Context: an optimization exercise on an open-source flow, tuned for small area, a short achievable clock period and few clock cycles. The choices shown serve that exercise and are no tape-out recipe.
Function was checked by simulation only, so behaviour that the tests miss may differ from the original.

old:
==> module user_data_fifo, before the edit <==
module user_data_fifo (
    input  logic        log_clk,
    input  logic        log_rst,
    input  logic        wr_valid_i,
    input  logic [63:0] wr_data_i,
    input  logic [7:0]  wr_keep_i,
    input  logic        wr_last_i,
    input  logic        h_consume_i,    
    output logic        wr_ready_o,
    output logic [72:0] h_o,            
    output logic        h_valid_o,
    output logic        h_valid_next_o
);
    localparam int N = 31;
    logic [72:0] mem [N];
    logic [4:0]  wr_ptr;
    logic [N-1:0] rd_oh;
    logic [72:0] rd_data;
    logic [4:0]  cnt;
    logic [4:0]  cnt_next;
    logic        ram_empty;
    logic        in_desc;
    logic        push;
    logic        h_load;
    logic [72:0] wdata;
    assign push   = wr_valid_i && wr_ready_o;
    assign h_load = !ram_empty && (!h_valid_o || h_consume_i);
    assign wdata = in_desc ?
        {wr_last_i, 8'hFF, 8'h00, srio_req_pkg::FTYPE_NWRITE, srio_req_pkg::TTYPE_NWRITE, 1'b0,
         srio_req_pkg::REQ_PRIO, 1'b0, wr_data_i[7:0], 2'b00, 34'd0} :
        {wr_last_i, wr_keep_i, wr_data_i};
    assign cnt_next       = cnt + {4'd0, push} - {4'd0, h_load};
    assign h_valid_next_o = h_load || (h_valid_o && !h_consume_i);
    always_ff @(posedge log_clk) begin
        if (wr_ready_o) mem[wr_ptr] <= wdata;
    end
    always_comb begin
        rd_data = '0;
        for (int i = 0; i < N; i++) rd_data = rd_data | (mem[i] & {73{rd_oh[i] && !ram_empty}});
    end
    always_ff @(posedge log_clk) begin
        if (!h_valid_o || h_consume_i) h_o <= rd_data;
    end
    always_ff @(posedge log_clk or posedge log_rst) begin
        if (log_rst) begin
            wr_ptr     <= '0;
            rd_oh      <= N'(1);
            cnt        <= '0;
            ram_empty  <= 1'b1;
            wr_ready_o <= 1'b1;
            h_valid_o  <= 1'b0;
            in_desc    <= 1'b1;
        end else begin
            if (push) begin
                wr_ptr  <= (wr_ptr == 5'(N - 1)) ? 5'd0 : wr_ptr + 5'd1;
                in_desc <= wr_last_i;
            end
            if (h_load) rd_oh <= {rd_oh[N-2:0], rd_oh[N-1]};
            cnt        <= cnt_next;
            ram_empty  <= (cnt_next == 5'd0);
            wr_ready_o <= (cnt_next != 5'(N));
            h_valid_o  <= h_valid_next_o;
        end
    end
endmodule
==> flow/config.mk <==
export PLATFORM = sky130hd
export DESIGN_NAME = db_req_top
export DESIGN_NICKNAME = db_req_top
export VERILOG_FILES = /design/flow/design.v
export SDC_FILE = /design/flow/constraint.sdc
export NUM_CORES = 4
export LEC_CHECK = 0
export CAP_MARGIN = 20
export CORE_MARGIN = 2
export CORE_UTILIZATION = 40
export CTS_CLUSTER_DIAMETER = 100
export CTS_CLUSTER_SIZE = 24
export SETUP_SLACK_MARGIN = 2.0
export SLEW_MARGIN = 20
export SYNTH_HIERARCHICAL = 1
==> flow/constraint.sdc <==
create_clock -name core_clock -period 5.0 [get_ports {log_clk}]
set_input_delay 1.0000 -clock core_clock [delete_from_list [all_inputs] [get_ports {log_clk}]]
set_output_delay 1.0000 -clock core_clock [all_outputs]
set_load 0.01 [all_outputs]
standard.sh (not shown) runs the stock make flow with config.mk's settings and CLKGATE_MAP_FILE= SYNTH_SCRIPT=/design/flow/synth_recipe.tcl, a recipe that flattens the netlist after the stock synthesis.
==> flow/flow/run.sh <==
#!/bin/bash
# The standard layout (standard.sh), with plain buffers instead of delay
# cells on the ports. Make's output goes to flow_make.log; the ORFS steps keep
# their own logs under orfs/logs.
set -euo pipefail
bash standard.sh "BUFFER_PORTS_ARGS=-buffer_cell sky130_fd_sc_hd__buf_2" finish > flow_make.log 2>&1
In summary, old completed successfully, with a layout that passed the timing, design-rule and antenna checks.
Testbench counts of old, summed over its fixed seeds: cycles 25,119.
The inputs of new differ from those of old as listed below.
diff --git a/flow/design.v b/flow/design.v
--- a/flow/design.v
+++ b/flow/design.v
@@ -48,10 +48,25 @@
     assign cnt_next       = cnt + {4'd0, push} - {4'd0, h_load};
     assign h_valid_next_o = h_load || (h_valid_o && !h_consume_i);
-    always_ff @(posedge log_clk) begin
-        if (wr_ready_o) mem[wr_ptr] <= wdata;
+    logic         rd_en;
+    logic [N-1:0] wsel;
+    logic [N-1:0][1:0] wen, wen_n, rsel;
+    assign rd_en = !ram_empty;
+    for (genvar i = 0; i < N; i++) begin : g_row
+        logic [72:0] d;
+        assign wsel[i] = (wr_ptr == 5'(i));
+        for (genvar h = 0; h < 2; h++) begin : g_half
+            gate_and2  u_wen  (.a(wsel[i]), .b(wr_ready_o), .y(wen[i][h]));
+            gate_nand2 u_wenn (.a(wsel[i]), .b(wr_ready_o), .y(wen_n[i][h]));
+            gate_and2  u_rsel (.a(rd_oh[i]), .b(rd_en), .y(rsel[i][h]));
+        end
+        fifo_row_hold u_hold (.w_i(wdata), .q_i(mem[i]), .en_i(wen[i]), .en_n_i(wen_n[i]), .d_o(d));
+        fifo_row_reg  u_reg  (.log_clk(log_clk), .d_i(d), .q_o(mem[i]));
     end
     always_comb begin
         rd_data = '0;
-        for (int i = 0; i < N; i++) rd_data = rd_data | (mem[i] & {73{rd_oh[i] && !ram_empty}});
+        for (int i = 0; i < N; i++) begin
+            rd_data[36:0]  = rd_data[36:0]  | (mem[i][36:0]  & {37{rsel[i][0]}});
+            rd_data[72:37] = rd_data[72:37] | (mem[i][72:37] & {36{rsel[i][1]}});
+        end
     end
     always_ff @(posedge log_clk) begin
@@ -80,4 +95,21 @@
     end
 endmodule
+module fifo_row_hold (
+    input  logic [72:0] w_i,
+    input  logic [72:0] q_i,
+    input  logic [1:0]  en_i,
+    input  logic [1:0]  en_n_i,
+    output logic [72:0] d_o
+);
+    assign d_o[36:0]  = (w_i[36:0]  & {37{en_i[0]}}) | (q_i[36:0]  & {37{en_n_i[0]}});
+    assign d_o[72:37] = (w_i[72:37] & {36{en_i[1]}}) | (q_i[72:37] & {36{en_n_i[1]}});
+endmodule
+module fifo_row_reg (
+    input  logic        log_clk,
+    input  logic [72:0] d_i,
+    output logic [72:0] q_o
+);
+    always_ff @(posedge log_clk) q_o <= d_i;
+endmodule
 `timescale 1ns/1ps
 module iresp_decoder (
@@ -187,4 +219,6 @@
 module gate_inv    (input logic a, output logic y); assign y = !a; endmodule
 module gate_xor2   (input logic a, b, output logic y); assign y = a ^ b; endmodule
+module gate_and2   (input logic a, b, output logic y); assign y = a && b; endmodule
+module gate_nand2  (input logic a, b, output logic y); assign y = !(a && b); endmodule
 module gate_nor2   (input logic a, b, output logic y); assign y = !(a || b); endmodule
 module gate_nand3  (input logic a, b, c, output logic y); assign y = !(a && b && c); endmodule
Findings:
The ratio of cells with drive above 1 in the final layout reported for new is greater than that of old by 2.4 points.
From new to old, setup TNS did not move at all.
[compare] base=old new=new: number of synthesized flops with an enable pin moved down, die extent in x went up by 9.4 um.
On multi-input gate area in the final layout, the lower figure sits with old, not new.
Total via count in the routed design ended up about 50% higher on new than on old.
In new the via-per-instance ratio turned out about 13% higher than in old.
Post-synthesis area per instance ends up lower on new.
Compared with old, new shows a lower sequential cell area.
The more densely filled core belongs to old, not new.
Relative to old, new degrades worst hold slack.
Looking at old and new, the smallest setup slack after layout is a wash.
old and new ended up with roughly the same area share of xor/xnor cells in the synthesized design.
Testbench counts of new, summed over its fixed seeds: cycles 25,119.

-- separate check: timing with driven ports --
No port has a modelled driver above. Below, the same layouts with a new extraction and two added sets of constraints. Step 1 (the two cells are an assumption about what drives the block):
set clk [get_ports {log_clk}]
set_driving_cell -lib_cell sky130_fd_sc_hd__clkbuf_16 $clk
set_driving_cell -lib_cell sky130_fd_sc_hd__buf_2 [delete_from_list [all_inputs] $clk]
Step 2 moves the port delays by t, midway between the first and last clock arrival at a register: inputs arrive t later, outputs are due t later. That takes back most of the time a late clock gives input paths. Slacks: no drivers / after step 1 / after step 2; pairs: no drivers / after step 1.
| run | t, ns | setup WS [ns] | hold slack, ns | clock arrival spread, ns | worst data-port slew with drivers (ns) |
|---|---|---|---|---|---|
| old | 0.897 | 1.882 / 1.828 / 1.385 | 0.076 / 0.019 / 0.490 | 0.064 / 0.065 | 0.14 |
| new | 0.936 | 1.880 / 1.784 / 1.442 | 0.071 / 0.001 / 0.473 | 0.112 / 0.112 | 0.21 |
After both steps every run listed still meets setup and hold. The setup slack of old, which loses most, moves by -0.054 ns with the drivers and by -0.497 ns with both steps.
